This design comes from an exercise in tuning for small area, a short achievable clock period and few clock cycles on the open sky130 flow, not from production work. RTL that was checked went through simulation tests only; none was proved equivalent to the original. Only the layout flow was run in run 1; the RTL was not checked for function there. Power and IR drop assume default switching activity.

**flow/config.mk**
```make
export PLATFORM = sky130hd
export DESIGN_NAME = gas_chamber_switch_controller
export DESIGN_NICKNAME = gas_chamber_switch_controller
export VERILOG_FILES = /design/flow/design.v
export SDC_FILE = /design/flow/constraint.sdc
export NUM_CORES = 4
export LEC_CHECK = 0
export CAP_MARGIN = 20
export CORE_MARGIN = 2
export CORE_UTILIZATION = 40
export SETUP_SLACK_MARGIN = 4.4
export SLEW_MARGIN = 20
```
**flow/design.v**
```verilog
`default_nettype none
package gcs_pkg;
  localparam logic [3:0]  ALL_OPEN_CODE = 4'd15;
  localparam logic [3:0]  DUAL_OFFSET   = 4'd3;
  localparam logic [2:0] MODE_NONE     = 3'd0;
  localparam logic [2:0] MODE_PERIODIC = 3'd1;
  localparam logic [2:0] MODE_ADAPTIVE = 3'd2;
  localparam logic [2:0] MODE_ALL_OPEN = 3'd3;
  localparam logic [2:0] MODE_DUAL     = 3'd4;
  localparam logic [2:0] CFG_STRATEGY_MODE   = 3'd0;
  localparam logic [2:0] CFG_MONITORED_TYPE  = 3'd1;
  localparam logic [2:0] CFG_MIN_ACTIVE_MS   = 3'd2;
  localparam logic [2:0] CFG_DECAY_THRESHOLD = 3'd3;
  localparam logic [2:0] CFG_MIN_DIFFERENCE  = 3'd4;
  localparam logic [2:0] CFG_CHAMBERS_IN_USE = 3'd5;
  localparam logic [2:0] CFG_SENSORS_IN_USE  = 3'd6;
endpackage
`default_nettype wire
`default_nettype none
module gcs_div (
  input  wire logic        clk_i,
  input  wire logic        rst_ni,
  input  wire logic        start_i,
  input  wire logic [19:0] dividend_i,
  input  wire logic [3:0]  divisor_i,
  output logic             busy_o,
  output logic             last_o,      
  output logic [15:0]      quotient_o   
);
  logic [3:0]  rem_q, rem_d;
  logic [17:0] quo_q, quo_d;
  logic [3:0]  den_q;
  logic [4:0]  den3_q;
  logic [5:0]  den5_q;
  logic [6:0]  den7_q;
  logic [2:0]  cnt_q;
  logic        busy_q;
  always_comb begin
    logic [6:0] r;
    logic [7:0] t [8];
    logic [6:0] m [8];
    r    = {rem_q, quo_q[17:15]};
    m[0] = '0;
    m[1] = 7'(den_q);
    m[2] = 7'({den_q, 1'b0});
    m[3] = 7'(den3_q);
    m[4] = 7'({den_q, 2'b0});
    m[5] = 7'(den5_q);
    m[6] = 7'({den3_q, 1'b0});
    m[7] = den7_q;
    rem_d = r[3:0];
    quo_d = {quo_q[14:0], 3'd0};
    for (int k = 1; k < 8; k++) begin
      t[k] = {1'b0, r} - {1'b0, m[k]};
      if (!t[k][7]) begin
        rem_d = t[k][3:0];
        quo_d = {quo_q[14:0], 3'(k)};
      end
    end
  end
  always_ff @(posedge clk_i or negedge rst_ni) begin
    if (!rst_ni) begin
      busy_q <= 1'b0;
      cnt_q  <= '0;
    end else if (start_i) begin
      busy_q <= 1'b1;
      cnt_q  <= '0;
    end else if (busy_q) begin
      cnt_q  <= cnt_q + 3'd1;
      if (cnt_q == 3'd5) busy_q <= 1'b0;
    end
  end
  always_ff @(posedge clk_i) begin
    if (start_i) begin
      rem_q  <= {2'b00, dividend_i[19:18]};
      quo_q  <= dividend_i[17:0];
      den_q  <= divisor_i;
      den3_q <= 5'(divisor_i) + {divisor_i, 1'b0};
      den5_q <= 6'(divisor_i) + {divisor_i, 2'b0};
      den7_q <= {divisor_i, 3'b0} - 7'(divisor_i);
    end else if (busy_q) begin
      rem_q <= rem_d;
      quo_q <= quo_d;
    end
  end
  assign busy_o     = busy_q;
  assign last_o     = busy_q && (cnt_q == 3'd5);
  assign quotient_o = quo_d[15:0];
endmodule
`default_nettype wire
`default_nettype none
module gcs_ram (
  input  wire logic        clk_i,
  input  wire logic        we_i,
  input  wire logic [1:0]  wch_i,
  input  wire logic [2:0]  wslot_i,
  input  wire logic [31:0] wdata_i,
  input  wire logic [2:0]  rslot_i,
  output logic [3:0][31:0] rdata_o
);
  logic [31:0] mem_q [32];
  always_ff @(posedge clk_i) begin
    if (we_i) mem_q[{wch_i, wslot_i}] <= wdata_i;
  end
  always_comb begin
    for (int c = 0; c < 4; c++) rdata_o[c] = mem_q[{2'(c), rslot_i}];
  end
endmodule
`default_nettype wire
`default_nettype none
module gas_chamber_switch_controller (
  input  wire logic        clk_i,
  input  wire logic        rst_ni,
  input  wire logic        cfg_we_i,
  input  wire logic [2:0]  cfg_idx_i,
  input  wire logic [31:0] cfg_data_i,
  input  wire logic        in_valid_i,
  output logic             in_ready_o,
  input  wire logic        in_command_i,
  input  wire logic [2:0]  in_chamber_index_i,
  input  wire logic [3:0]  in_sensor_slot_i,
  input  wire logic [15:0] in_sensor_type_i,
  input  wire logic [15:0] in_voltage_i,
  input  wire logic        in_chamber_active_i,
  input  wire logic        in_last_reading_i,
  input  wire logic [31:0] in_now_ms_i,
  output logic             out_valid_o,
  input  wire logic        out_ready_i,
  output logic [2:0]       out_active_chamber_o,
  output logic             out_active_found_o,
  output logic [15:0]      out_monitored_average_o,
  output logic             out_send_command_o,
  output logic [3:0]       out_chamber_command_o
);
  typedef enum logic [4:0] {
    E_IDLE, E_SCAN, E_FOLD, E_MDIV, E_AD1, E_WDIV, E_CMP1, E_CMP2,
    E_SWW, E_PER0, E_PER1, E_PER
  } est_e;
  logic [2:0]  mode_q;
  logic [15:0] mtype_q;
  logic [31:0] min_ms_q;
  logic [15:0] decay_q;
  logic [15:0] mindiff_q;
  logic [1:0]  ncm1_q;    
  logic [2:0]  nsm1_q;    
  logic        mt0_q;     
  logic [3:0]  ns;
  logic [4:0]  ns3;
  assign ns  = {1'b0, nsm1_q} + 4'd1;
  assign ns3 = 5'(ns) + {ns, 1'b0};
  always_ff @(posedge clk_i or negedge rst_ni) begin
    if (!rst_ni) begin
      mode_q    <= gcs_pkg::MODE_NONE;
      mtype_q   <= '0;
      mt0_q     <= 1'b1;
      min_ms_q  <= '0;
      decay_q   <= '0;
      mindiff_q <= '0;
      ncm1_q    <= 2'd3;
      nsm1_q    <= 3'd7;
    end else if (cfg_we_i) begin
      case (cfg_idx_i)
        gcs_pkg::CFG_STRATEGY_MODE:   mode_q <= cfg_data_i[2:0];
        gcs_pkg::CFG_MONITORED_TYPE: begin
          mtype_q <= cfg_data_i[15:0];
          mt0_q   <= (cfg_data_i[15:0] == 16'd0);
        end
        gcs_pkg::CFG_MIN_ACTIVE_MS:   min_ms_q  <= cfg_data_i;
        gcs_pkg::CFG_DECAY_THRESHOLD: decay_q   <= cfg_data_i[15:0];
        gcs_pkg::CFG_MIN_DIFFERENCE:  mindiff_q <= cfg_data_i[15:0];
        gcs_pkg::CFG_CHAMBERS_IN_USE: begin
          if (cfg_data_i[3:0] < 4'd2)      ncm1_q <= 2'd1;
          else if (cfg_data_i[3:0] > 4'd4) ncm1_q <= 2'd3;
          else                             ncm1_q <= 2'(cfg_data_i[3:0] - 4'd1);
        end
        gcs_pkg::CFG_SENSORS_IN_USE: begin
          if (cfg_data_i[4:0] == 5'd0)     nsm1_q <= 3'd0;
          else if (cfg_data_i[4:0] > 5'd8) nsm1_q <= 3'd7;
          else                             nsm1_q <= 3'(cfg_data_i[4:0] - 5'd1);
        end
        default: ;
      endcase
    end
  end
  logic        rdy_q, irv_q, cons_q;
  logic        ir_cmd, ir_act, ir_last;
  logic [2:0]  ir_ch;
  logic [3:0]  ir_slot;
  logic [15:0] ir_type, ir_volt;
  logic [31:0] ir_now;
  always_ff @(posedge clk_i) begin
    if (rdy_q) begin
      ir_cmd  <= in_command_i;
      ir_ch   <= in_chamber_index_i;
      ir_slot <= in_sensor_slot_i;
      ir_type <= in_sensor_type_i;
      ir_volt <= in_voltage_i;
      ir_act  <= in_chamber_active_i;
      ir_last <= in_last_reading_i;
      ir_now  <= in_now_ms_i;
    end
  end
  assign in_ready_o = rdy_q;
  est_e        st_q, st_d;
  logic        scan_q, scan_d;      
  logic [2:0]  sj_q, sj_d;
  logic [3:0]  flags_q;
  logic        cmd_q;               
  logic [31:0] now_q;
  logic [1:0]  ac_q;
  logic        found_q;
  logic [31:0] dms_q;               
  logic        el_q;                
  logic [15:0] slo_q [4];           
  logic [2:0]  shi_q [4];           
  logic [3:0]  cy_q;                
  logic [15:0] m_q [4];             
  logic        fmf_q;
  logic [15:0] fmv_q;
  logic [2:0]  dc_q;                
  logic        tia_q, dual_q, umean_q;
  logic [15:0] rd_q;
  logic [19:0] rbase_q, pbase_q;    
  logic        gtp_q;
  logic [16:0] s17_q;
  logic [1:0]  c_q, best_q, vc_q;
  logic [15:0] vq_q;
  logic        vv_q, swr_q;          
  logic        cache_q;             
  logic [16:0] minv_q;
  logic [16:0] dif_q;
  logic        gt_q;
  logic        send_q;
  logic [3:0]  code_q;
  logic [15:0] rwin_q [10];
  logic [15:0] pwin_q [10];
  logic [3:0]  rcnt_q, pcnt_q;
  logic [19:0] rsum_q, psum_q;
  logic [15:0] peak_q, cur_q;
  logic [31:0] last_q;
  logic        ov_q, ov_d, fin;
  assign out_valid_o             = ov_q;
  assign out_active_chamber_o    = {1'b0, ac_q};
  assign out_active_found_o      = found_q;
  assign out_monitored_average_o = cur_q;
  assign out_send_command_o      = send_q;
  assign out_chamber_command_o   = code_q;
  logic        ir_wr, ir_eval, consume, start;
  logic [3:0][31:0] rdata;
  assign ir_wr   = !ir_cmd && !ir_ch[2] && !ir_slot[3];
  assign ir_eval = ir_cmd || ir_last;
  assign consume = irv_q && cons_q;
  assign start   = consume && ir_eval;
  gcs_ram u_store (
    .clk_i   (clk_i),
    .we_i    (consume && ir_wr),
    .wch_i   (ir_ch[1:0]),
    .wslot_i (ir_slot[2:0]),
    .wdata_i ({ir_type, ir_volt}),
    .rslot_i (sj_q),
    .rdata_o (rdata)
  );
  logic [3:0] flags_d;
  logic [1:0] det_ac;
  logic       det_found;
  always_comb begin
    flags_d = flags_q;
    if (consume && !ir_cmd && !ir_ch[2]) flags_d[ir_ch[1:0]] = ir_act;
    det_ac    = 2'd0;
    det_found = 1'b0;
    for (int i = 3; i >= 0; i--) begin
      if (flags_d[i] && (2'(i) <= ncm1_q)) begin
        det_ac    = 2'(i);
        det_found = 1'b1;
      end
    end
  end
  logic        wd_start, wd_busy, wd_last, wd_dest_q, wd_dest;
  logic [19:0] wd_num;
  logic [3:0]  wd_den;
  logic [15:0] wd_quo;
  gcs_div u_wdiv (
    .clk_i      (clk_i),
    .rst_ni     (rst_ni),
    .start_i    (wd_start),
    .dividend_i (wd_num),
    .divisor_i  (wd_den),
    .busy_o     (wd_busy),
    .last_o     (wd_last),
    .quotient_o (wd_quo)
  );
  logic [3:0]  sm_q;                
  logic [15:0] sv_q [4];
  logic        s2_q, s2last_q;
  always_ff @(posedge clk_i or negedge rst_ni) begin
    if (!rst_ni) begin
      s2_q     <= 1'b0;
      s2last_q <= 1'b0;
    end else begin
      s2_q     <= scan_q;
      s2last_q <= scan_q && (sj_q == nsm1_q);
    end
  end
  always_ff @(posedge clk_i) begin
    for (int c = 0; c < 4; c++) begin
      sm_q[c] <= (rdata[c][31:16] == mtype_q);
      sv_q[c] <= rdata[c][15:0];
    end
  end
  logic        tia_now;
  assign tia_now = !mt0_q && (fmf_q || sm_q[ac_q]);
  logic        push_r, push_p, do_send;
  logic [19:0] newsum_r, newsum_p;
  logic [15:0] rd_c;
  assign rd_c     = tia_q ? fmv_q : slo_q[ac_q];
  assign newsum_r = rbase_q + 20'(rd_c);
  assign newsum_p = pbase_q + 20'(rd_q);
  always_comb begin
    st_d     = st_q;
    scan_d   = scan_q;
    sj_d     = sj_q;
    push_r   = 1'b0;
    push_p   = 1'b0;
    do_send  = 1'b0;
    fin      = 1'b0;
    wd_start = 1'b0;
    wd_num   = newsum_p;
    wd_den   = (rcnt_q == 4'd10) ? 4'd10 : rcnt_q + 4'd1;
    wd_dest  = 1'b0;
    if (scan_q) begin
      sj_d = sj_q + 3'd1;
      if (sj_q == nsm1_q) scan_d = 1'b0;
    end
    case (st_q)
      E_IDLE: begin
        if (start) begin
          if (ir_cmd && cache_q) begin
            st_d   = E_AD1;
          end else if (ir_cmd || mode_q == gcs_pkg::MODE_ADAPTIVE || mode_q == gcs_pkg::MODE_DUAL) begin
            st_d   = E_SCAN;
            scan_d = 1'b1;
            sj_d   = 3'd0;
          end else if (mode_q == gcs_pkg::MODE_PERIODIC) begin
            st_d = E_PER0;
          end else begin
            begin st_d = E_IDLE; fin = 1'b1; end
          end
        end
      end
      E_SCAN: begin
        if (s2last_q) st_d = tia_now ? E_AD1 : E_FOLD;
      end
      E_FOLD: st_d = E_MDIV;
      E_MDIV: begin
        if (dc_q == 3'd7) st_d = E_AD1;
      end
      E_AD1: begin
        if (!wd_busy) begin
          if (cmd_q || (dual_q && ac_q == 2'd0)) begin
            st_d = E_SWW;
          end else begin
            push_r   = 1'b1;
            wd_start = 1'b1;
            wd_num   = newsum_r;
            wd_dest  = 1'b0;
            st_d     = E_WDIV;
          end
        end
      end
      E_WDIV: begin
        if (wd_last) st_d = E_CMP1;
      end
      E_CMP1: begin
        if (!swr_q && !vv_q) st_d = E_CMP2;
      end
      E_CMP2: begin
        if (gtp_q) begin
          push_p   = 1'b1;
          wd_start = 1'b1;
          wd_den   = (pcnt_q == 4'd10) ? 4'd10 : pcnt_q + 4'd1;
          wd_dest  = 1'b1;
          begin st_d = E_IDLE; fin = 1'b1; end
        end else begin
          do_send = (17'(peak_q) > s17_q) && el_q && gt_q && (dif_q > 17'(mindiff_q));
          begin st_d = E_IDLE; fin = 1'b1; end
        end
      end
      E_SWW: begin
        if (!swr_q && !vv_q) begin
          do_send = 1'b1;
          begin st_d = E_IDLE; fin = 1'b1; end
        end
      end
      E_PER0: st_d = E_PER1;
      E_PER1: st_d = E_PER;
      E_PER:  begin st_d = E_IDLE; fin = 1'b1; end
      default: st_d = E_IDLE;
    endcase
  end
  logic        irv_n, cmd_n, last_n, wr_n, haz_n, evb_n;
  logic [3:0]  slot_n;
  logic [2:0]  ch_n;
  always_comb begin
    ov_d   = (ov_q && !out_ready_i) || fin;
    irv_n  = rdy_q ? in_valid_i : (irv_q && !consume);
    cmd_n  = rdy_q ? in_command_i : ir_cmd;
    last_n = rdy_q ? in_last_reading_i : ir_last;
    slot_n = rdy_q ? in_sensor_slot_i : ir_slot;
    ch_n   = rdy_q ? in_chamber_index_i : ir_ch;
    wr_n   = !cmd_n && !ch_n[2] && !slot_n[3];
    haz_n  = wr_n && scan_d && (slot_n[2:0] > sj_d) && (slot_n[2:0] <= nsm1_q);
    evb_n  = (cmd_n || last_n) && ((st_d != E_IDLE) || ov_d);
  end
  always_ff @(posedge clk_i or negedge rst_ni) begin
    if (!rst_ni) begin
      rdy_q     <= 1'b0;
      cons_q    <= 1'b0;
      irv_q     <= 1'b0;
      st_q      <= E_IDLE;
      scan_q    <= 1'b0;
      sj_q      <= '0;
      flags_q   <= '0;
      rcnt_q    <= '0;
      pcnt_q    <= '0;
      rsum_q    <= '0;
      psum_q    <= '0;
      peak_q    <= '0;
      cur_q     <= '0;
      last_q    <= '0;
      ov_q      <= 1'b0;
      wd_dest_q <= 1'b0;
      swr_q     <= 1'b0;
      cache_q   <= 1'b0;
    end else begin
      if (st_q == E_AD1 && st_d != E_AD1) swr_q <= 1'b1;
      else if (c_q == ncm1_q)             swr_q <= 1'b0;
      if (start && st_d == E_SCAN)                   cache_q <= 1'b1;
      else if ((consume && !ir_cmd) || cfg_we_i)     cache_q <= 1'b0;
      rdy_q   <= !irv_n || !(haz_n || evb_n);
      cons_q  <= !(haz_n || evb_n);
      irv_q   <= irv_n;
      st_q    <= st_d;
      scan_q  <= scan_d;
      sj_q    <= sj_d;
      flags_q <= flags_d;
      ov_q    <= ov_d;
      if (wd_start) wd_dest_q <= wd_dest;
      if (wd_last) begin
        if (wd_dest_q) peak_q <= wd_quo;
        else           cur_q  <= wd_quo;
      end
      if (push_r) begin
        rsum_q <= newsum_r;
        if (rcnt_q != 4'd10) rcnt_q <= rcnt_q + 4'd1;
      end
      if (push_p) begin
        psum_q <= newsum_p;
        if (pcnt_q != 4'd10) pcnt_q <= pcnt_q + 4'd1;
      end
      if (do_send) begin
        last_q <= now_q;
        peak_q <= '0;
        pcnt_q <= '0;
        psum_q <= '0;
      end
      if (st_q == E_PER && el_q) last_q <= now_q;
    end
  end
  always_ff @(posedge clk_i) begin
    if (push_r) begin
      rwin_q[0] <= rd_c;
      for (int i = 1; i < 10; i++) rwin_q[i] <= rwin_q[i-1];
    end
    if (push_p) begin
      pwin_q[0] <= rd_q;
      for (int i = 1; i < 10; i++) pwin_q[i] <= pwin_q[i-1];
    end
    rbase_q <= rsum_q - ((rcnt_q == 4'd10) ? 20'(rwin_q[9]) : 20'd0);
    pbase_q <= psum_q - ((pcnt_q == 4'd10) ? 20'(pwin_q[9]) : 20'd0);
  end
  always_ff @(posedge clk_i) begin
    dms_q <= now_q - last_q;
    el_q  <= dms_q > min_ms_q;
    if (start) begin
      cmd_q    <= ir_cmd;
      now_q    <= ir_now;
      ac_q     <= det_ac;
      found_q  <= det_found;
      fmf_q    <= 1'b0;
      send_q   <= 1'b0;
      code_q   <= 4'd0;
      dual_q   <= !ir_cmd && (mode_q == gcs_pkg::MODE_DUAL);
      if (!ir_cmd && mode_q == gcs_pkg::MODE_ALL_OPEN) begin
        send_q <= 1'b1;
        code_q <= gcs_pkg::ALL_OPEN_CODE;
      end
    end
    if (start && st_d == E_SCAN) begin
      dc_q <= '0;
      cy_q <= '0;
      for (int c = 0; c < 4; c++) begin
        slo_q[c] <= '0;
        shi_q[c] <= '0;
        m_q[c]   <= 16'hFFFF;
      end
    end
    if (s2_q || st_q == E_FOLD) begin
      for (int c = 0; c < 4; c++) begin
        logic [16:0] t;
        t = 17'(slo_q[c]) + 17'(s2_q ? sv_q[c] : 16'd0);
        slo_q[c] <= t[15:0];
        cy_q[c]  <= t[16];
        shi_q[c] <= shi_q[c] + 3'(cy_q[c]);
        if (s2_q && sm_q[c] && sv_q[c] < m_q[c]) m_q[c] <= sv_q[c];
      end
      if (s2_q && !fmf_q && sm_q[ac_q]) begin
        fmf_q <= 1'b1;
        fmv_q <= sv_q[ac_q];
      end
    end
    if (st_q == E_MDIV) begin
      dc_q <= dc_q + 3'd1;
      for (int c = 0; c < 4; c++) begin
        logic [4:0] r;
        logic [5:0] t1, t2, t3;
        r  = {shi_q[c], slo_q[c][15:14]};
        t1 = {1'b0, r} - {2'b0, ns};
        t2 = {1'b0, r} - {1'b0, ns, 1'b0};
        t3 = {1'b0, r} - {1'b0, ns3};
        if (!t3[5]) begin
          shi_q[c] <= t3[2:0];
          slo_q[c] <= {slo_q[c][13:0], 2'd3};
        end else if (!t2[5]) begin
          shi_q[c] <= t2[2:0];
          slo_q[c] <= {slo_q[c][13:0], 2'd2};
        end else if (!t1[5]) begin
          shi_q[c] <= t1[2:0];
          slo_q[c] <= {slo_q[c][13:0], 2'd1};
        end else begin
          shi_q[c] <= r[2:0];
          slo_q[c] <= {slo_q[c][13:0], 2'd0};
        end
      end
    end
    if (st_q == E_SCAN && s2last_q) tia_q <= tia_now;
    if (st_q == E_AD1 && st_d != E_AD1) begin
      rd_q     <= rd_c;
      umean_q  <= mt0_q || (!dual_q && !tia_q);
      c_q      <= dual_q ? 2'd1 : 2'd0;
      best_q   <= dual_q ? 2'd1 : 2'd0;
      minv_q   <= (mt0_q || (!dual_q && !tia_q)) ? 17'h1FFFF : 17'h0FFFF;
    end
    vv_q <= swr_q;
    vc_q <= c_q;
    vq_q <= umean_q ? slo_q[c_q] : m_q[c_q];
    if (swr_q) c_q <= c_q + 2'd1;
    if (vv_q && {1'b0, vq_q} < minv_q) begin
      minv_q <= {1'b0, vq_q};
      best_q <= vc_q;
    end
    if (st_q == E_CMP1) begin
      gtp_q <= cur_q > peak_q;
      s17_q <= 17'(cur_q) + 17'(decay_q);
      gt_q  <= 17'(cur_q) > minv_q;
      dif_q <= 17'(cur_q) - minv_q;
    end
    if (do_send) begin
      send_q <= 1'b1;
      code_q <= {2'b00, best_q} + (dual_q ? gcs_pkg::DUAL_OFFSET : 4'd0);
    end
    if (st_q == E_PER && el_q) begin
      send_q <= 1'b1;
      code_q <= (ac_q == ncm1_q) ? 4'd0 : {2'b00, ac_q} + 4'd1;
    end
  end
endmodule
`default_nettype wire
```
**flow/run.sh**
```bash
#!/bin/bash
# synth_recipe.tcl (not shown) runs the flow's synth.tcl, then flattens the netlist and writes it again
# the make line also repeats each setting of config.mk as NAME=value (left out here)
make -C /OpenROAD-flow-scripts/flow DESIGN_CONFIG=/design/flow/config.mk WORK_HOME=/design/flow/orfs CLKGATE_MAP_FILE= SYNTH_SCRIPT=/design/flow/synth_recipe.tcl finish
```
**flow/constraint.sdc**
```tcl
create_clock -name core_clock -period 8.0 [get_ports {clk_i}]
set_input_delay 1.6000 -clock core_clock [delete_from_list [all_inputs] [get_ports {clk_i}]]
set_output_delay 1.6000 -clock core_clock [all_outputs]
set_load 0.01 [all_outputs]
```
==> results of run 1 <==
[sequential cells by signal, summed over array words and instances (netlist names), 17 cells and up]
signal         count
psum_q            20
pwin_q           160
m_q               64
pbase_q           20
u_store.mem_q   1024
dms_q             32
rbase_q           20
now_q             32
s17_q             17
rsum_q            20
ir_now            32
slo_q             64
dif_q             17
u_wdiv.quo_q      18
minv_q            17
rwin_q           160
min_ms_q          32
sv_q              64
last_q            32
[path summary, 6_finish.rpt]
check	startpoint	endpoint	slack (ns)	cells past startpoint
min in group asynchronous	rst_ni	psum_q[14]	0.63	1
worst min-delay path	ir_now[17]	now_q[17]	0.36	0
worst min register to register	ir_now[17]	now_q[17]	0.36	0
worst max register to register	ac_q[0]	u_wdiv.quo_q[17]	4.02	16
worst max-delay path	ac_q[0]	u_wdiv.quo_q[17]	4.02	16
max in group asynchronous	rst_ni	rdy_q	6.01	2
[timing repair]
item,in CTS,in global routing
gates cloned,8,1
setup buffers,56,32
setup endpoints to repair,504,200
pin swaps,33,26
resized for setup,122,52
[through the flow]
step                cell area, um^2  hold WS (ns)
floorplan                     93600         0.400
global placement              98700         0.401
detailed placement            98700         0.405
CTS                          108000         0.363
global route                 108000         0.376
finish                       108000         0.355
[critical path, stage by stage, from the launching register on]
cell       delay, ns
edfxtp_1        0.48
buf_4           0.19
ha_4            0.19
buf_12          0.16
a222oi_1        0.32
a211oi_1        0.14
a21o_1          0.22
ha_4            0.29
inv_1           0.07
or4_4           0.55
a31oi_4         0.29
o21bai_4        0.10
buf_4           0.15
a211oi_2        0.20
xnor2_1         0.14
nand2_1         0.11
o2bb2ai_1       0.15
[placed cells by master (no fill, tap or decap), types with 52 or more instances in the layout]
cell,Yosys,routed
a222oi_1,64,64
clkdlybuf4s50_1,0,134
o21a_1,85,85
nand3_1,54,52
a21o_1,119,119
dfrtp_1,221,200
nor2b_1,53,53
edfxtp_1,1662,1662
mux4_2,273,273
buf_4,3,130
mux2i_1,157,157
xor2_1,156,153
mux2_2,156,154
and2_1,82,83
a21oi_1,188,170
xnor2_1,124,120
clkbuf_16,0,225
ha_1,471,457
nor3_1,56,54
nand2_1,359,357
nand2b_1,56,55
o21ai_0,257,240
dfxtp_1,236,236
inv_1,452,441
nor2_1,289,248
[area by class of cell]
| class | instances | share of cell area |
|---|---|---|
| antenna | 4 | 0.0000924 |
| clock buffer | 288 | 0.0559 |
| clock inverter | 136 | 0.0173 |
| inverter | 452 | 0.0161 |
| multi-input combinational | 3483 | 0.289 |
| sequential | 2125 | 0.557 |
| tap | 3043 | 0.0351 |
| timing repair buffer | 313 | 0.0293 |
| timing repair inverter | 3 | 0.000173 |
[cells by family (layout without fill, tap and decap cells)]
family                     after synthesis  after routing  synth area share
and+or+nand+nor                       1132           1134            0.0578
buffers and inverters                  674           1192            0.0279
other                                    1              6         0.0000402
adders and majority gates              501            501            0.0696
DFF                                   2125           2125             0.647
xor gates and xnor gates               280            280            0.0263
muxes                                  586            586             0.102
AOI/OAI and AO/OA                      980            980            0.0700
[routing by layer]
| layer | wire length, um | up-vias |
|---|---|---|
| met4 | 10300 | 4 |
| li1 | - | 24300 |
| met5 | 237 | - |
| met3 | 14000 | 377 |
| met1 | 106000 | 28100 |
| met2 | 121000 | 1677 |
[power breakdown]
| part | switching, mW | leakage [nW] | total [mW] | internal [mW] |
|---|---|---|---|---|
| clock | 4.55 | 3.84 | 11.0 | 6.44 |
| combinational | 6.40 | 16.4 | 11.7 | 5.31 |
| sequential | 1.82 | 20.0 | 15.5 | 13.7 |
==> impl_metrics.yaml, run 1 <==
worst_setup_path:
  cp_max_fo: 11
  critPathLaunchType: "register"
  critical_path_class: "register to register"
  cp-end-kind: "register"
  cp.arrival_ns: 4.64
  worst_ep_required_time_ns: 8.66
grt:
  grt_use_met2: 0.345
  grt.met3_usage: 0.0282
  grt_first_pass_wirelength_um: 364000
  antenna_found_initial: 11
  grt_use_total: 0.209
  grt_max_degree: 144
  grt.met1_usage: 0.279
  grt_pass1_vias: 54200
  grt.busiest_layer: "met2"
  grt_overflow: 0
drt:
  vias: 54500
  wl_um: 251000
  vias_per_cell: 5.53
  dr.pass1.iters: 9
  drt-initial-drc-count: 5560
  drtAntennaViolNets: 0
  drc: 0
  wl_per_cell_um: 25.5
timing:
  finalCriticalPeriod_ns: 3.98
  worst_slew_pin_slew_ns: 1.16
  finalClockSkew_ns: 0.119
  rsz0062_at_grt: "yes"
  drv_slew: 0
  tns_ns: 0
  setup_violations: 0
  fin_ws_ns: 4.02
  finalCritPeriodShare: 0.497
  finalHoldViolCount: 0
  max_freq_ghz: 0.251
  max-slew-margin-rel: 0.228
run_status:
  status: "timing/DRC/antenna clean"
logic_synthesis:
  syn_area_um2: 93300
  ys_ff_latch: 2125
  ys_seq_area_frac: 0.647
  ys_types: 78
  netlist.area_leader.share: 0.535
  synth_async_sr_flop_share: 0.107
  avgSynthCellArea_um2: 14.9
  synth_commonest_cells: "edfxtp_1 (1662), ha_1 (471), inv_1 (452), nand2_1 (359), nor2_1 (289)"
  synth_top_cell_by_area: "edfxtp_1"
  syn_inst: 6279
  ys_top_cells_by_area: "edfxtp_1 (54%), mux4_2 (6.6%), ha_1 (6.3%)"
  ys_warn_count: 11
  synth_edf_count: 1662
  yosysMostFrequentCell: "edfxtp_1"
  synth-main-ff-cell: "edfxtp_1"
run:
  maxCapViolations: 0
power:
  p_leak_nw: 40.3
  finalPower_mw: 38.2
  vdd.ir_drop.worst_v: 0.000266
  p_per_area_nw_per_um2: 353
final_layout:
  seqCellArea_um2: 60400
  fillers: 19900
  syn_to_final_growth_pct: 16.2
  stdcell_count: 9847
  final_nets: 7216
  final_util: 0.467
  layout-drive-gt1-share: 0.173
  multi_input_area_um2: 31300
placed_design:
  gp_congestion: 0.930
  portBuffers: 139
  place_inst: 9313
  dp_hpwl_um: 159000
  pre_cts_ws_ns: 2.13
clock_tree:
  cts_tree: "built"
  clock-sinks: 2125
  path_clk_slew_ns: 0.06
  numCtsBuffers: 223
  htree_levels: 4
  clk_latency_ns: 0.92
  hold_buffers: 0
  root_buffer: "clkbuf_16"
  clockBufferDepth: 3
die:
  die_h_um: 487
  initial_core_util: 0.401
  core_region_area_um2: 232000
  rows: 177
  ios: 141
  die_w_um: 487
  die_area_um2: 237000
worst_hold_path:
  hold_path.class: "register to register"
==> inputs of run 2 (changes only) <==
--- a/flow/design.v
+++ b/flow/design.v
@@ -200,7 +200,7 @@
       ir_now  <= in_now_ms_i;
     end
   end
-  assign in_ready_o = rdy_q;
+  assign in_ready_o = rdo_q;
   est_e        st_q, st_d;
   logic        scan_q, scan_d;      
   logic [2:0]  sj_q, sj_d;
@@ -219,7 +219,10 @@
   logic [15:0] fmv_q;
   logic [2:0]  dc_q;                
   logic        tia_q, dual_q, umean_q;
-  logic [15:0] rd_q;
+  logic [15:0] rd_q;                
+  logic        fmp_q, ad1w_q;       
+  logic [1:0]  oac_q;               
+  logic        rdo_q;               
   logic [19:0] rbase_q, pbase_q;    
   logic        gtp_q;
   logic [16:0] s17_q;
@@ -240,7 +243,7 @@
   logic [31:0] last_q;
   logic        ov_q, ov_d, fin;
   assign out_valid_o             = ov_q;
-  assign out_active_chamber_o    = {1'b0, ac_q};
+  assign out_active_chamber_o    = {1'b0, oac_q};
   assign out_active_found_o      = found_q;
   assign out_monitored_average_o = cur_q;
   assign out_send_command_o      = send_q;
@@ -291,13 +294,24 @@
   );
   logic [3:0]  sm_q;                
   logic [15:0] sv_q [4];
-  logic        s2_q, s2last_q;
+  logic        s2_q, s2f_q, s2last_q;
+  logic        fold_q, mdiv_q, push_r_q, push_p_q;
   always_ff @(posedge clk_i or negedge rst_ni) begin
     if (!rst_ni) begin
       s2_q     <= 1'b0;
+      s2f_q    <= 1'b0;
+      fold_q   <= 1'b0;
+      mdiv_q   <= 1'b0;
+      push_r_q <= 1'b0;
+      push_p_q <= 1'b0;
       s2last_q <= 1'b0;
     end else begin
       s2_q     <= scan_q;
+      s2f_q    <= scan_q && (sj_q == 3'd0);
+      fold_q   <= (st_d == E_FOLD);
+      mdiv_q   <= (st_d == E_MDIV);
+      push_r_q <= push_r;
+      push_p_q <= push_p;
       s2last_q <= scan_q && (sj_q == nsm1_q);
     end
   end
@@ -311,9 +325,9 @@
   assign tia_now = !mt0_q && (fmf_q || sm_q[ac_q]);
   logic        push_r, push_p, do_send;
   logic [19:0] newsum_r, newsum_p;
-  logic [15:0] rd_c;
-  assign rd_c     = tia_q ? fmv_q : slo_q[ac_q];
-  assign newsum_r = rbase_q + 20'(rd_c);
+  logic        rd_ok;
+  assign newsum_r = rbase_q + 20'(rd_q);
+  assign rd_ok    = tia_q ? fmp_q : ad1w_q;
   assign newsum_p = pbase_q + 20'(rd_q);
   always_comb begin
     st_d     = st_q;
@@ -355,7 +369,7 @@
         if (dc_q == 3'd7) st_d = E_AD1;
       end
       E_AD1: begin
-        if (!wd_busy) begin
+        if (!wd_busy && (rd_ok || cmd_q || (dual_q && ac_q == 2'd0))) begin
           if (cmd_q || (dual_q && ac_q == 2'd0)) begin
             st_d = E_SWW;
           end else begin
@@ -414,6 +428,7 @@
   always_ff @(posedge clk_i or negedge rst_ni) begin
     if (!rst_ni) begin
       rdy_q     <= 1'b0;
+      rdo_q     <= 1'b0;
       cons_q    <= 1'b0;
       irv_q     <= 1'b0;
       st_q      <= E_IDLE;
@@ -437,6 +452,7 @@
       if (start && st_d == E_SCAN)                   cache_q <= 1'b1;
       else if ((consume && !ir_cmd) || cfg_we_i)     cache_q <= 1'b0;
       rdy_q   <= !irv_n || !(haz_n || evb_n);
+      rdo_q   <= !irv_n || !(haz_n || evb_n);
       cons_q  <= !(haz_n || evb_n);
       irv_q   <= irv_n;
       st_q    <= st_d;
@@ -449,11 +465,11 @@
         if (wd_dest_q) peak_q <= wd_quo;
         else           cur_q  <= wd_quo;
       end
-      if (push_r) begin
+      if (push_r_q) begin
         rsum_q <= newsum_r;
         if (rcnt_q != 4'd10) rcnt_q <= rcnt_q + 4'd1;
       end
-      if (push_p) begin
+      if (push_p_q) begin
         psum_q <= newsum_p;
         if (pcnt_q != 4'd10) pcnt_q <= pcnt_q + 4'd1;
       end
@@ -467,11 +483,11 @@
     end
   end
   always_ff @(posedge clk_i) begin
-    if (push_r) begin
-      rwin_q[0] <= rd_c;
+    if (push_r_q) begin
+      rwin_q[0] <= rd_q;
       for (int i = 1; i < 10; i++) rwin_q[i] <= rwin_q[i-1];
     end
-    if (push_p) begin
+    if (push_p_q) begin
       pwin_q[0] <= rd_q;
       for (int i = 1; i < 10; i++) pwin_q[i] <= pwin_q[i-1];
     end
@@ -480,11 +496,15 @@
   end
   always_ff @(posedge clk_i) begin
     dms_q <= now_q - last_q;
+    rd_q   <= (!mt0_q && fmf_q) ? fmv_q : slo_q[ac_q];
+    fmp_q  <= fmf_q;
+    ad1w_q <= (st_q == E_AD1);
     el_q  <= dms_q > min_ms_q;
     if (start) begin
       cmd_q    <= ir_cmd;
       now_q    <= ir_now;
       ac_q     <= det_ac;
+      oac_q    <= det_ac;
       found_q  <= det_found;
       fmf_q    <= 1'b0;
       send_q   <= 1'b0;
@@ -495,16 +515,14 @@
         code_q <= gcs_pkg::ALL_OPEN_CODE;
       end
     end
-    if (start && st_d == E_SCAN) begin
-      dc_q <= '0;
-      cy_q <= '0;
+    if (s2f_q) begin
       for (int c = 0; c < 4; c++) begin
-        slo_q[c] <= '0;
+        slo_q[c] <= sv_q[c];
+        cy_q[c]  <= 1'b0;
         shi_q[c] <= '0;
-        m_q[c]   <= 16'hFFFF;
+        m_q[c]   <= sm_q[c] ? sv_q[c] : 16'hFFFF;
       end
-    end
-    if (s2_q || st_q == E_FOLD) begin
+    end else if (s2_q || fold_q) begin
       for (int c = 0; c < 4; c++) begin
         logic [16:0] t;
         t = 17'(slo_q[c]) + 17'(s2_q ? sv_q[c] : 16'd0);
@@ -513,12 +531,15 @@
         shi_q[c] <= shi_q[c] + 3'(cy_q[c]);
         if (s2_q && sm_q[c] && sv_q[c] < m_q[c]) m_q[c] <= sv_q[c];
       end
-      if (s2_q && !fmf_q && sm_q[ac_q]) begin
+    end
+    if (s2_q) begin
+      if (!fmf_q && sm_q[ac_q]) begin
         fmf_q <= 1'b1;
         fmv_q <= sv_q[ac_q];
       end
     end
-    if (st_q == E_MDIV) begin
+    if (fold_q) dc_q <= '0;
+    if (mdiv_q) begin
       dc_q <= dc_q + 3'd1;
       for (int c = 0; c < 4; c++) begin
         logic [4:0] r;
@@ -544,7 +565,6 @@
     end
     if (st_q == E_SCAN && s2last_q) tia_q <= tia_now;
     if (st_q == E_AD1 && st_d != E_AD1) begin
-      rd_q     <= rd_c;
       umean_q  <= mt0_q || (!dual_q && !tia_q);
       c_q      <= dual_q ? 2'd1 : 2'd0;
       best_q   <= dual_q ? 2'd1 : 2'd0;
--- a/flow/config.mk
+++ b/flow/config.mk
@@ -8,5 +8,5 @@
 export CAP_MARGIN = 20
 export CORE_MARGIN = 2
 export CORE_UTILIZATION = 40
-export SETUP_SLACK_MARGIN = 4.4
+export SETUP_SLACK_MARGIN = 4.5
 export SLEW_MARGIN = 20
==> impl_metrics.yaml, run 2 <==
worst_setup_path:
  path_cells: "nor2_1, nand3_1, or4_1, inv_2, nor2_4, clkinv_4, o32a_1, o41a_1, o211ai_1"
  cp.arrival_ns: 4.07
  worst_path_largest_cell_delay_ns: 0.90
  cp_max_fo: 25
  critical_path_class: "register to register"
  cp_top_family: "simple AND/OR/NAND/NOR gates"
  path_buf_inv: 2
  critPathLaunchType: "register"
  cp-end-kind: "register"
  worst_ep_required_time_ns: 8.57
  slowest_stage: "or4_1"
drt:
  wl_um: 230000
  dr.pass1.iters: 9
  drtAntennaViolNets: 0
  wl_per_cell_um: 23.3
  vias_per_cell: 5.42
  vias: 53500
  drt-initial-drc-count: 4494
  drc: 0
clock_tree:
  cts_tree: "built"
  root_buffer: "clkbuf_16"
  numCtsBuffers: 206
  clk_latency_ns: 0.88
  htree_levels: 4
  clockBufferDepth: 3
  hold_buffers: 0
  path_clk_slew_ns: 0.07
  clock-sinks: 2132
final_layout:
  final_util: 0.459
  syn_to_final_growth_pct: 14.4
  top_register: "u_store.mem_q"
  fillers: 20300
  mostFrequentLayoutCells: "edfxtp_1 (1706), ha_1 (470), inv_1 (395), nand2_1 (327), mux4_2 (273)"
  biggestRegsByFlops: "u_store.mem_q: 1024 flops, pwin_q: 160 flops, rwin_q: 160 flops"
  stdcell_area_um2: 108000
  final_common_cell: "edfxtp_1"
  stdcell_count: 9872
  multi_input_area_um2: 31500
  seqCellArea_um2: 61000
  largest_reg_flops: 1024
  layout-drive-gt1-share: 0.163
  final_nets: 7144
grt:
  grt_first_pass_wirelength_um: 341000
  antenna_found_initial: 17
  grt_use_total: 0.190
  grt_overflow: 0
  grt_pass1_vias: 53300
  grt_max_degree: 158
die:
  initial_core_util: 0.401
  die_area_um2: 239000
  ios: 141
  core_region_area_um2: 235000
  die_w_um: 489
  rows: 178
  die_h_um: 489
placed_design:
  placed_cell_area_um2: 99500
  place_inst: 9404
  pre_cts_ws_ns: 3.32
  gp_congestion: 0.865
  portBuffers: 139
  dp_hpwl_um: 151000
logic_synthesis:
  netlist.area_leader.share: 0.544
  ys_seq_area_frac: 0.647
  synth_edf_count: 1706
  syn_area_um2: 94100
  ys_top_cells_by_area: "edfxtp_1 (54%), mux4_2 (6.5%), ha_1 (6.3%)"
  synth_async_sr_flop_share: 0.109
  avgSynthCellArea_um2: 15.0
  synth_commonest_cells: "edfxtp_1 (1706), ha_1 (472), inv_1 (398), nand2_1 (328), mux4_2 (273)"
  ys_types: 90
  yosysMostFrequentCell: "edfxtp_1"
  ys_ff_latch: 2132
  ys_warn_count: 11
  synth_top_cell_by_area: "edfxtp_1"
  synth-main-ff-cell: "edfxtp_1"
  syn_inst: 6266
timing:
  max_freq_ghz: 0.286
  max-slew-margin-rel: 0.280
  finalCritPeriodShare: 0.438
  tns_ns: 0
  finalHoldViolCount: 0
  finalCriticalPeriod_ns: 3.50
  setup_violations: 0
  worst_slew_pin_slew_ns: 1.08
  rsz0062_at_grt: "yes"
  finalClockSkew_ns: 0.0692
  fin_ws_ns: 4.50
  whs_ns: 0.409
  drv_slew: 0
power:
  p_per_area_nw_per_um2: 337
  p_leak_nw: 39.5
  vdd.ir_drop.worst_v: 0.000300
  finalPower_mw: 36.3
worst_hold_path:
  hold_path.class: "register to register"
run:
  maxCapViolations: 0
run_status:
  status: "timing/DRC/antenna clean"
==> run 2: cell count changes in the layout (fill, tap and decap cells not counted), moves of 41 or more <==
cell | previous run | this run
a21oi_1 | 170 | 219
inv_1 | 441 | 395
nand2b_1 | 55 | 99
dfxtp_1 | 236 | 190
edfxtp_1 | 1662 | 1706
mux2i_1 | 157 | 116
==> run 2: path summary, 6_finish.rpt <==
path | from | endpoint | slack (ns) | depth (start not counted)
worst max-delay path | st_q[3] | u_wdiv.rem_q[1] | 4.50 | 9
worst min-delay path | pwin_q[4][10] | pwin_q[5][10] | 0.41 | 0
worst max register to register | st_q[3] | u_wdiv.rem_q[1] | 4.50 | 9
worst min register to register | pwin_q[4][10] | pwin_q[5][10] | 0.41 | 0
max in group asynchronous | rst_ni | s2_q | 5.78 | 2
min in group asynchronous | rst_ni | rcnt_q[0] | 0.78 | 1
==> run 2: repair_timing <==
action,CTS,global route
endpoints found under the setup margin,350,110
gates resized for setup,72,57
pin swaps,4,11
endpoints found under the hold margin,0,0
gates cloned,2,0
buffers inserted,27,23
==> run 2: worst register-to-register path: stages, from the launching register on <==
cell and delay (ns):
dfrtp_1 0.54, nor2_1 0.35, nand3_1 0.23, or4_1 0.90, inv_2 0.39, nor2_4 0.17
clkinv_4 0.22, o32a_1 0.19, o41a_1 0.15, o211ai_1 0.08
==> run 2: logic make-up (layout without fill, tap and decap cells) <==
| kind of cell | Yosys count | in the layout | share of synthesized area |
|---|---|---|---|
| muxes | 609 | 609 | 0.104 |
| xor gates and xnor gates | 289 | 289 | 0.0269 |
| AOI/OAI and AO/OA | 961 | 961 | 0.0671 |
| buffers and inverters | 623 | 1066 | 0.0253 |
| other | 1 | 13 | 0.0000398 |
| DFF | 2132 | 2132 | 0.647 |
| adders and majority gates | 502 | 502 | 0.0691 |
| and+or+nand+nor | 1149 | 1150 | 0.0602 |
==> run 2: metal layers <==
layer  track usage  share of wire  up-vias
met4        0.0650          0.031        2
met3        0.0262          0.053      343
met2         0.309           0.47     1473
met5             0       0.000057        -
met1         0.262           0.44    27400
li1              -              -    24300
==> run 2: power by group <==
part / leakage (nW) / total (mW) / internal, mW / switching (mW)
registers: 20.1 / 15.6 / 13.8 / 1.83
logic: 16.0 / 10.7 / 4.97 / 5.77
clock network: 3.41 / 9.93 / 5.65 / 4.28
total: 39.5 / 36.3 / 24.4 / 11.9
==> run 2: cell type report <==
cell class	instances	share of cell area
clock buffer	302	0.0545
multi-input combinational	3513	0.293
timing repair buffer	273	0.0245
clock inverter	89	0.0107
sequential	2132	0.566
antenna	11	0.000256
tap	3150	0.0366
inverter	402	0.0141
Testbench counts of run 2, summed over its fixed seeds: cycles 23,192.
==> inputs of run 3 (changes only) <==
--- a/flow/config.mk
+++ b/flow/config.mk
@@ -8,5 +8,5 @@
 export CAP_MARGIN = 20
 export CORE_MARGIN = 2
 export CORE_UTILIZATION = 40
-export SETUP_SLACK_MARGIN = 4.5
+export SETUP_SLACK_MARGIN = 4.8
 export SLEW_MARGIN = 20
==> impl_metrics.yaml, run 3 <==
logic_synthesis:
  ys_types: 90
  synth_async_sr_flop_share: 0.109
  syn_area_um2: 94100
  avgSynthCellArea_um2: 15.0
  ys_warn_count: 11
  syn_inst: 6266
  ys_top_cells_by_area: "edfxtp_1 (54%), mux4_2 (6.5%), ha_1 (6.3%)"
  synth-main-ff-cell: "edfxtp_1"
  synth_top_cell_by_area: "edfxtp_1"
  synth_edf_count: 1706
  yosysMostFrequentCell: "edfxtp_1"
  netlist.area_leader.share: 0.544
  ys_ff_latch: 2132
  synth_commonest_cells: "edfxtp_1 (1706), ha_1 (472), inv_1 (398), nand2_1 (328), mux4_2 (273)"
  ys_seq_area_frac: 0.647
worst_setup_path:
  cp.arrival_ns: 3.93
  critical_path_class: "register to register"
  path_cells: "buf_6, inv_8, ha_4, buf_6, xnor2_4, buf_4, buf_4, ha_4, a21o_1, a21oi_2, nor2b_4, o21ai_1, nand2b_1, buf_4, nand2_1, o21ai_2, a22o_1"
  cp_common_cell: "buf_4"
  worst_path_largest_cell_delay_ns: 0.66
  cp_max_fo: 5
  worst_ep_required_time_ns: 8.58
  critPathLaunchType: "register"
  slowest_stage: "dfstp_4"
  cp-end-kind: "register"
clock_tree:
  htree_levels: 4
  root_buffer: "clkbuf_16"
  clock-sinks: 2132
  clockBufferDepth: 3
  path_clk_slew_ns: 0.06
  cts_tree: "built"
  clk_latency_ns: 0.88
  hold_buffers: 0
  numCtsBuffers: 210
grt:
  grt_first_pass_wirelength_um: 350000
  antenna_found_initial: 11
  grt_use_total: 0.195
  grt_pass1_vias: 54200
  grt_max_degree: 118
  grt_overflow: 0
die:
  ios: 141
  die_area_um2: 239000
  die_h_um: 489
  die_w_um: 489
  initial_core_util: 0.401
  core_region_area_um2: 235000
  rows: 178
power:
  p_per_area_nw_per_um2: 343
  seq_power_share: 0.411
  p_leak_nw: 40.5
  switchingPower_mw: 12.4
  p_int_mw: 25.3
  pwr-share-clk: 0.270
  vdd.ir_drop.worst_v: 0.000212
  combPwrFrac: 0.318
  swShare: 0.329
drt:
  wl_um: 237000
  wl_per_cell_um: 23.7
  vias_per_cell: 5.45
  drtAntennaViolNets: 0
  vias: 54500
  drc: 0
  dr.pass1.iters: 10
  drt-initial-drc-count: 5520
placed_design:
  portBuffers: 139
  dp_hpwl_um: 150000
  gp_congestion: 0.877
timing:
  rsz0062_at_grt: "yes"
  finalCriticalPeriod_ns: 3.35
  tns_ns: 0
  max-slew-margin-rel: 0.240
  max_freq_ghz: 0.298
  finalHoldViolCount: 0
  worst_slew_pin_slew_ns: 1.14
  drv_slew: 0
  setup_violations: 0
  finalCritPeriodShare: 0.419
  finalClockSkew_ns: 0.0582
final_layout:
  syn_to_final_growth_pct: 16.8
  largest_reg_flops: 1024
  final_util: 0.469
  seqCellArea_um2: 61000
  mostFrequentLayoutCells: "edfxtp_1 (1706), ha_1 (439), inv_1 (387), nand2_1 (322), mux4_2 (273)"
  final_common_cell: "edfxtp_1"
  fillers: 20200
  final_nets: 7267
  layout-drive-gt1-share: 0.204
  multi_input_area_um2: 32400
  top_register: "u_store.mem_q"
  biggestRegsByFlops: "u_store.mem_q: 1024 flops, pwin_q: 160 flops, rwin_q: 160 flops"
worst_hold_path:
  hold_path.class: "register to register"
run_status:
  status: "timing/DRC/antenna clean"
run:
  maxCapViolations: 0
## run 3: cell counts after synthesis
Identical to the previous run, type by type.
## run 3: logic make-up (layout without fill, tap and decap cells)
kind of cell	count (synthesis)	in the layout	synth area share
muxes	609	609	0.104
other	1	11	0.0000398
and+or+nand+nor	1149	1151	0.0602
xor gates and xnor gates	289	289	0.0269
adders and majority gates	502	502	0.0691
AOI/OAI and AO/OA	961	961	0.0671
buffers and inverters	623	1193	0.0253
DFF	2132	2132	0.647
## run 3: area by class of cell
| type | count | area share |
|---|---|---|
| antenna | 9 | 0.000205 |
| clock buffer | 310 | 0.0561 |
| clock inverter | 90 | 0.00977 |
| inverter | 402 | 0.0139 |
| multi-input combinational | 3514 | 0.295 |
| sequential | 2132 | 0.555 |
| tap | 3150 | 0.0358 |
| timing repair buffer | 391 | 0.0348 |
## run 3: final timing paths
| path | start | to | slack (ns) | depth (start not counted) |
|---|---|---|---|---|
| min in group asynchronous | rst_ni | min_ms_q[22] | 0.71 | 1 |
| hold reg to reg | rwin_q[8][10] | rwin_q[9][10] | 0.40 | 0 |
| setup / recovery | nsm1_q[0] | shi_q[0][1] | 4.65 | 17 |
| hold / removal | rwin_q[8][10] | rwin_q[9][10] | 0.40 | 0 |
| max in group asynchronous | rst_ni | mdiv_q | 5.91 | 2 |
| setup reg to reg | nsm1_q[0] | shi_q[0][1] | 4.65 | 17 |
## run 3: what timing repair did
action	CTS	global route
endpoints found under the setup margin	827	284
pin swaps	62	98
setup buffers	93	50
resized for setup	282	159
cloned	5	3
## run 3: power by group through the flow
stage	Clock (mW)	Combinational [mW]	Sequential [mW]
floorplan	0	7.92	14.8
global placement	0	10.2	15.9
detailed placement	0	10.4	15.9
CTS	10.4	11.2	15.6
global route	10.9	13.1	15.6
finish	10.2	12.0	15.5
## run 3: critical path, delay by kind of cell (launching register included)
family / cells / cell delay, ns
AO/OA/AOI/OAI: 5 / 0.76
buffers and inverters: 6 / 0.75
flip-flops: 1 / 0.66
adder cells (fa/ha/maj): 2 / 0.45
AND/OR/NAND/NOR: 3 / 0.32
XOR/XNOR: 1 / 0.13
## run 3: metrics by stage
stage | hold WS [ns] | instances | power [mW] | cell area [um^2] | setup slack [ns]
2_1_floorplan | 0.373 | 6267 | 22.7 | 94200 | 4.80
6_report | 0.398 | 9998 | 37.7 | 110000 | 4.65
3_3_place_gp | 0.400 | 9416 | 26.1 | 99600 | 3.49
3_5_place_dp | 0.405 | 9417 | 26.3 | 99600 | 3.37
4_1_cts | 0.391 | 9915 | 37.3 | 108000 | 4.62
5_1_grt | 0.399 | 9995 | 39.6 | 110000 | 4.56
## run 3: layer usage
| metal | track usage | routed length (um) | up-vias |
|---|---|---|---|
| met4 | 0.0597 | 6860 | 0 |
| met3 | 0.0261 | 13300 | 352 |
| met1 | 0.276 | 105000 | 28000 |
| met5 | 0 | 0 | - |
| met2 | 0.315 | 113000 | 1656 |
| li1 | - | - | 24500 |
==> inputs of run 4 (changes only) <==
--- a/flow/design.v
+++ b/flow/design.v
@@ -146,8 +146,10 @@
   logic        mt0_q;     
   logic [3:0]  ns;
   logic [4:0]  ns3;
-  assign ns  = {1'b0, nsm1_q} + 4'd1;
-  assign ns3 = 5'(ns) + {ns, 1'b0};
+  always_ff @(posedge clk_i) begin
+    ns  <= {1'b0, nsm1_q} + 4'd1;
+    ns3 <= 5'({1'b0, nsm1_q} + 4'd1) + {({1'b0, nsm1_q} + 4'd1), 1'b0};
+  end
   always_ff @(posedge clk_i or negedge rst_ni) begin
     if (!rst_ni) begin
       mode_q    <= gcs_pkg::MODE_NONE;
==> impl_metrics.yaml, run 4 <==
timing:
  drv_slew: 0
  rsz0062_at_grt: "yes"
  finalCriticalPeriod_ns: 3.35
  whs_ns: 0.390
  max-slew-margin-rel: 0.246
  max_freq_ghz: 0.299
  finalClockSkew_ns: 0.0682
  tns_ns: 0
  finalHoldViolCount: 0
  finalCritPeriodShare: 0.418
  worst_slew_pin_slew_ns: 1.13
  setup_violations: 0
logic_synthesis:
  ys_ff_latch: 2140
  synth_async_sr_flop_share: 0.108
  syn_area_um2: 94300
  ys_seq_area_frac: 0.648
  synth_top_cell_by_area: "edfxtp_1"
  yosysMostFrequentCell: "edfxtp_1"
  netlist.area_leader.share: 0.543
  ys_types: 96
  synth-main-ff-cell: "edfxtp_1"
  ys_warn_count: 11
  synth_edf_count: 1706
  avgSynthCellArea_um2: 15.0
  synth_commonest_cells: "edfxtp_1 (1706), ha_1 (471), inv_1 (414), nand2_1 (354), mux4_2 (273)"
  syn_inst: 6280
  ys_top_cells_by_area: "edfxtp_1 (54%), mux4_2 (6.5%), ha_1 (6.3%)"
clock_tree:
  clk_latency_ns: 0.87
  clock-sinks: 2140
  numCtsBuffers: 211
  root_buffer: "clkbuf_16"
  clockBufferDepth: 3
  cts_tree: "built"
  htree_levels: 4
  hold_buffers: 0
  path_clk_slew_ns: 0.06
worst_setup_path:
  path_buf_inv: 1
  r2r_setup_slack_ns: 4.75
  cp-end-kind: "primary output"
  critical_path_class: "register to primary output"
  slowest_stage: "edfxtp_1"
  path_cells: "buf_2"
  worst_ep_required_time_ns: 6.40
  critPathLaunchType: "register"
  cp_max_fo: 3
  worst_path_largest_cell_delay_ns: 0.68
  cp_top_family: "flip-flops"
  timing.rr.end: "slo_q[0][15]"
  r2r_start: "s2_q"
  cp.arrival_ns: 1.75
  crit_cells: 1
  startpoint: "code_q[2]"
  rr_worst_depth: 12
  crit_end: "out_chamber_command_o[2]"
power:
  pwr-share-clk: 0.281
  p_per_area_nw_per_um2: 332
  swShare: 0.323
  combPwrFrac: 0.295
  vdd.ir_drop.worst_v: 0.000217
  p_leak_nw: 40.3
  p_int_mw: 24.6
  switchingPower_mw: 11.7
  seq_power_share: 0.424
run_status:
  status: "timing/DRC/antenna clean"
drt:
  wl_per_cell_um: 23.8
  vias_per_cell: 5.41
  vias: 54100
  drt-initial-drc-count: 5345
  drtAntennaViolNets: 0
  wl_um: 237000
  drc: 0
  dr.pass1.iters: 10
die:
  initial_core_util: 0.402
  ios: 141
  die_w_um: 490
  rows: 178
  die_h_um: 490
  die_area_um2: 240000
  core_region_area_um2: 235000
final_layout:
  largest_reg_flops: 1024
  final_common_cell: "edfxtp_1"
  syn_to_final_growth_pct: 16.2
  seqCellArea_um2: 61200
  stdcell_count: 9990
  top_register: "u_store.mem_q"
  final_nets: 7258
  mostFrequentLayoutCells: "edfxtp_1 (1706), ha_1 (439), inv_1 (405), nand2_1 (348), mux4_2 (273)"
  multi_input_area_um2: 32000
  stdcell_area_um2: 110000
  fillers: 20300
  biggestRegsByFlops: "u_store.mem_q: 1024 flops, pwin_q: 160 flops, rwin_q: 160 flops"
  layout-drive-gt1-share: 0.192
run:
  maxCapViolations: 0
grt:
  grt_first_pass_wirelength_um: 350000
  grt_max_degree: 90
  antenna_found_initial: 11
  grt_pass1_vias: 54100
  grt_use_total: 0.196
  grt_overflow: 0
placed_design:
  portBuffers: 139
  dp_hpwl_um: 151000
  gp_congestion: 0.898
  place_inst: 9440
  placed_cell_area_um2: 99700
worst_hold_path:
  hold_path.class: "register to register"
-- run 4: changes by cell type after synthesis, sizes merged, moves of 12 or more --
| cell | delta |
|---|---|
| o21a | +41 |
| mux2 | -39 |
| nand2 | +27 |
| nand2b | +25 |
| o211ai | +17 |
| or2 | -17 |
| inv | +16 |
| nor3 | -15 |
| or3 | -13 |
| xor2 | -12 |
-- run 4: final cells by class --
class | instances | share of cell area
clock buffers | 287 | 0.0530
repair inverters | 1 | 0.0000571
multi-input cells | 3502 | 0.291
clock inverters | 111 | 0.0132
repair buffers | 370 | 0.0335
well taps | 3150 | 0.0360
diodes | 12 | 0.000274
flip-flops and latches | 2140 | 0.558
inverters | 417 | 0.0146
-- run 4: worst min-delay path by stage --
stage	startpoint	end	slack, ns	depth (start not counted)
floorplan	fmf_q	fmp_q	0.37	0
finish	rwin_q[1][7]	rwin_q[2][7]	0.39	0
global route	pwin_q[8][12]	pwin_q[9][12]	0.40	0
CTS	pwin_q[8][12]	pwin_q[9][12]	0.39	0
global placement	rwin_q[6][15]	rwin_q[7][15]	0.40	0
detailed placement	ir_now[0]	now_q[0]	0.40	0
-- run 4: cell families after synthesis --
family,Yosys count,synth area share
compound gates,1007,0.0716
xor+xnor,275,0.0255
fa+ha+maj,501,0.0689
buf+inv,640,0.0267
flops,2140,0.648
mux,575,0.101
other cells,1,0.0000398
simple gates,1141,0.0588
-- run 4: per-layer routing --
metal / wire length [um] / GRT usage
met5: 13 / 0
met4: 8950 / 0.0722
met3: 12300 / 0.0255
met2: 113000 / 0.321
met1: 103000 / 0.268
-- run 4: power groups by stage --
stage	clock network [mW]	registers [mW]	logic, mW
final	10.2	15.4	10.7
after global routing	10.9	15.5	11.8
after detailed placement	0	15.8	9.69
after CTS	10.4	15.6	10.3
after global placement	0	15.8	9.54
after floorplan	0	14.7	7.43
-- run 4: what timing repair did --
| action | CTS | global route |
|---|---|---|
| cloned | 8 | 1 |
| endpoints found under the setup margin | 487 | 259 |
| pin swaps | 39 | 94 |
| gates resized for setup | 241 | 132 |
| setup buffers | 61 | 52 |
-- run 4: stage by stage --
step / util / total power, mW / setup slack (ns)
after floorplan: - / 22.1 / 4.79
after global placement: 0.425 / 25.3 / 3.79
after detailed placement: 0.425 / 25.5 / 3.82
after CTS: 0.461 / 36.3 / 4.61
after global routing: 0.467 / 38.2 / 4.65
final: 0.467 / 36.4 / 4.65
Testbench counts of run 4, summed over its fixed seeds: cycles 23,192.
==> inputs of run 5 (changes only) <==
--- a/flow/config.mk
+++ b/flow/config.mk
@@ -10,3 +10,4 @@
 export CORE_UTILIZATION = 40
 export SETUP_SLACK_MARGIN = 4.8
 export SLEW_MARGIN = 20
+export TNS_END_PERCENT = 10
==> impl_metrics.yaml, run 5 <==
run_status:
  status: "timing/DRC/antenna clean"
grt:
  grt_use_met2: 0.324
  grt.met1_usage: 0.268
  grt_max_degree: 146
  grt_first_pass_wirelength_um: 352000
  grt_use_total: 0.198
  grt_overflow: 0
  grt_pass1_vias: 53800
  antenna_found_initial: 11
  grt.met3_usage: 0.0279
  grt.busiest_layer: "met2"
final_layout:
  layout-drive-gt1-share: 0.168
  final_nets: 7172
  final_common_cell: "edfxtp_1"
  mostFrequentLayoutCells: "edfxtp_1 (1706), ha_1 (458), inv_1 (408), nand2_1 (349), mux4_2 (273)"
  fillers: 20400
  biggestRegsByFlops: "u_store.mem_q: 1024 flops, pwin_q: 160 flops, rwin_q: 160 flops"
  final_util: 0.460
  top_register: "u_store.mem_q"
  stdcell_count: 9907
  syn_to_final_growth_pct: 14.6
  largest_reg_flops: 1024
timing:
  finalHoldViolCount: 0
  fin_ws_ns: 4.55
  finalCritPeriodShare: 0.431
  max_freq_ghz: 0.290
  max-slew-margin-rel: 0.232
  finalCriticalPeriod_ns: 3.45
  tns_ns: 0
  worst_slew_pin_slew_ns: 1.15
  finalClockSkew_ns: 0.0590
  rsz0062_at_grt: "yes"
  setup_violations: 0
  drv_slew: 0
worst_setup_path:
  cp.arrival_ns: 1.85
  critical_path_class: "register to primary output"
  worst_path_largest_cell_delay_ns: 0.55
  path_buf_inv: 1
  critPathLaunchType: "register"
  cp_top_family: "buffers and inverters"
  rr_worst_depth: 10
  startpoint: "ov_q"
  r2r_start: "rd_q[3]"
  crit_cells: 1
  worst_ep_required_time_ns: 6.40
  cp-end-kind: "primary output"
  cp_max_fo: 2
  timing.rr.end: "u_wdiv.quo_q[15]"
  crit_end: "out_valid_o"
  path_cells: "clkdlybuf4s50_1"
  slowest_stage: "clkdlybuf4s50_1"
  r2r_setup_slack_ns: 4.68
logic_synthesis:
  synth_commonest_cells: "edfxtp_1 (1706), ha_1 (471), inv_1 (414), nand2_1 (354), mux4_2 (273)"
  synth_edf_count: 1706
  synth-main-ff-cell: "edfxtp_1"
  synth_async_sr_flop_share: 0.108
  ys_seq_area_frac: 0.648
  ys_ff_latch: 2140
  ys_top_cells_by_area: "edfxtp_1 (54%), mux4_2 (6.5%), ha_1 (6.3%)"
  syn_area_um2: 94300
  synth_top_cell_by_area: "edfxtp_1"
  ys_types: 96
  syn_inst: 6280
  yosysMostFrequentCell: "edfxtp_1"
  netlist.area_leader.share: 0.543
  avgSynthCellArea_um2: 15.0
  ys_warn_count: 11
placed_design:
  place_inst: 9427
  dp_hpwl_um: 152000
  portBuffers: 139
  pre_cts_ws_ns: 4.06
  gp_congestion: 0.896
drt:
  drt-initial-drc-count: 5016
  wl_um: 240000
  wl_per_cell_um: 24.2
  drtAntennaViolNets: 0
  vias_per_cell: 5.44
  drc: 0
  vias: 53900
  dr.pass1.iters: 12
run:
  maxCapViolations: 0
clock_tree:
  hold_buffers: 0
  clockBufferDepth: 3
  htree_levels: 4
  cts_tree: "built"
  root_buffer: "clkbuf_16"
  clock-sinks: 2140
  clk_latency_ns: 0.87
  numCtsBuffers: 210
  path_clk_slew_ns: 0.06
power:
  vdd.ir_drop.worst_v: 0.000286
  p_per_area_nw_per_um2: 329
  finalPower_mw: 35.6
  p_leak_nw: 39.7
worst_hold_path:
  hold_path.class: "register to register"
die:
  initial_core_util: 0.402
  rows: 178
  core_region_area_um2: 235000
  ios: 141
  die_area_um2: 240000
  die_h_um: 490
  die_w_um: 490
==> run 5: cells by family (layout without fill, tap and decap cells) <==
| group | Yosys count | after routing | synth area share |
|---|---|---|---|
| flip-flops | 2140 | 2140 | 0.648 |
| AO/OA/AOI/OAI | 1007 | 1007 | 0.0716 |
| buffers and inverters | 640 | 1103 | 0.0267 |
| adder cells (fa/ha/maj) | 501 | 501 | 0.0689 |
| other | 1 | 14 | 0.0000398 |
| multiplexers | 575 | 575 | 0.101 |
| AND/OR/NAND/NOR | 1141 | 1142 | 0.0588 |
| XOR/XNOR | 275 | 275 | 0.0255 |
==> run 5: timing repair <==
action / in CTS / in global routing
gates cloned: 2 / 4
buffers inserted: 19 / 37
gates resized for setup: 111 / 112
setup endpoints to repair: 469 / 670
pin swaps: 4 / 38
==> run 5: how the worst min path moves through the flow <==
stage | startpoint | to | slack, ns | cells past startpoint
global route | pwin_q[7][2] | pwin_q[8][2] | 0.40 | 0
finish | pwin_q[7][2] | pwin_q[8][2] | 0.39 | 0
floorplan | fmf_q | fmp_q | 0.37 | 0
global placement | pwin_q[0][7] | pwin_q[1][7] | 0.40 | 0
detailed placement | pwin_q[0][7] | pwin_q[1][7] | 0.40 | 0
CTS | pwin_q[7][2] | pwin_q[8][2] | 0.39 | 0
==> run 5: per-layer routing <==
layer / share of wire / up-vias
met5: 0.00010 / -
met4: 0.038 / 4
met3: 0.051 / 406
met2: 0.48 / 1506
met1: 0.43 / 27700
li1: - / 24300
==> run 5: power breakdown <==
| group | total (mW) | internal (mW) | switching [mW] |
|---|---|---|---|
| registers | 15.5 | 13.7 | 1.72 |
| logic | 9.99 | 4.62 | 5.37 |
| clock network | 10.1 | 5.77 | 4.37 |
| total | 35.6 | 24.1 | 11.5 |
==> run 5: cell type report <==
class	count	area [um^2]	share of cell area
Sequential cell	2140	61100	0.566
Multi-Input combinational cell	3502	31400	0.291
Clock buffer	290	5840	0.0540
Tap cell	3150	3940	0.0365
Timing Repair Buffer	286	2760	0.0255
Inverter	417	1580	0.0146
Clock inverter	110	1360	0.0126
Antenna cell	12	30.0	0.000278
==> run 5: through the flow <==
stage	instance area (um^2)	hold WS (ns)
CTS	107000	0.387
finish	108000	0.387
detailed placement	99600	0.405
global route	108000	0.403
floorplan	94300	0.373
global placement	99600	0.400

==> separate check: timing with driven ports <==
Ports are ideal in the flow. The routed layouts listed here were re-timed in OpenROAD. Step 1 sets driving cells, clkbuf_16 on the clock port and buf_2 on the other inputs (assumed; they add their load-dependent delay and slew). Step 2, shift: input delay + t, output delay - t, t = (earliest + latest rising clock arrival at the registers) / 2. This alone moves slack from input paths to output paths. Slacks: ideal ports / drivers / drivers and shift; pairs: ideal ports / drivers.
run	shift t [ns]	setup WS [ns]	hold WS [ns]	worst register clock-pin slew, ns
run 1	0.960	4.021 / 4.021 / 3.917	0.355 / 0.355 / 0.355	0.07 / 0.07
run 2	0.938	4.500 / 4.473 / 4.128	0.409 / 0.409 / 0.409	0.07 / 0.07
run 3	0.941	4.648 / 4.648 / 4.107	0.398 / 0.398 / 0.398	0.07 / 0.07
run 4	0.927	4.654 / 4.563 / 4.204	0.390 / 0.390 / 0.390	0.07 / 0.07
run 5	0.942	4.553 / 4.459 / 4.142	0.387 / 0.387 / 0.387	0.07 / 0.07
After both steps setup and hold are still met in every run listed. The setup slack of run 3, which loses most, moves by 0.000 ns with the drivers and by -0.541 ns with both steps.
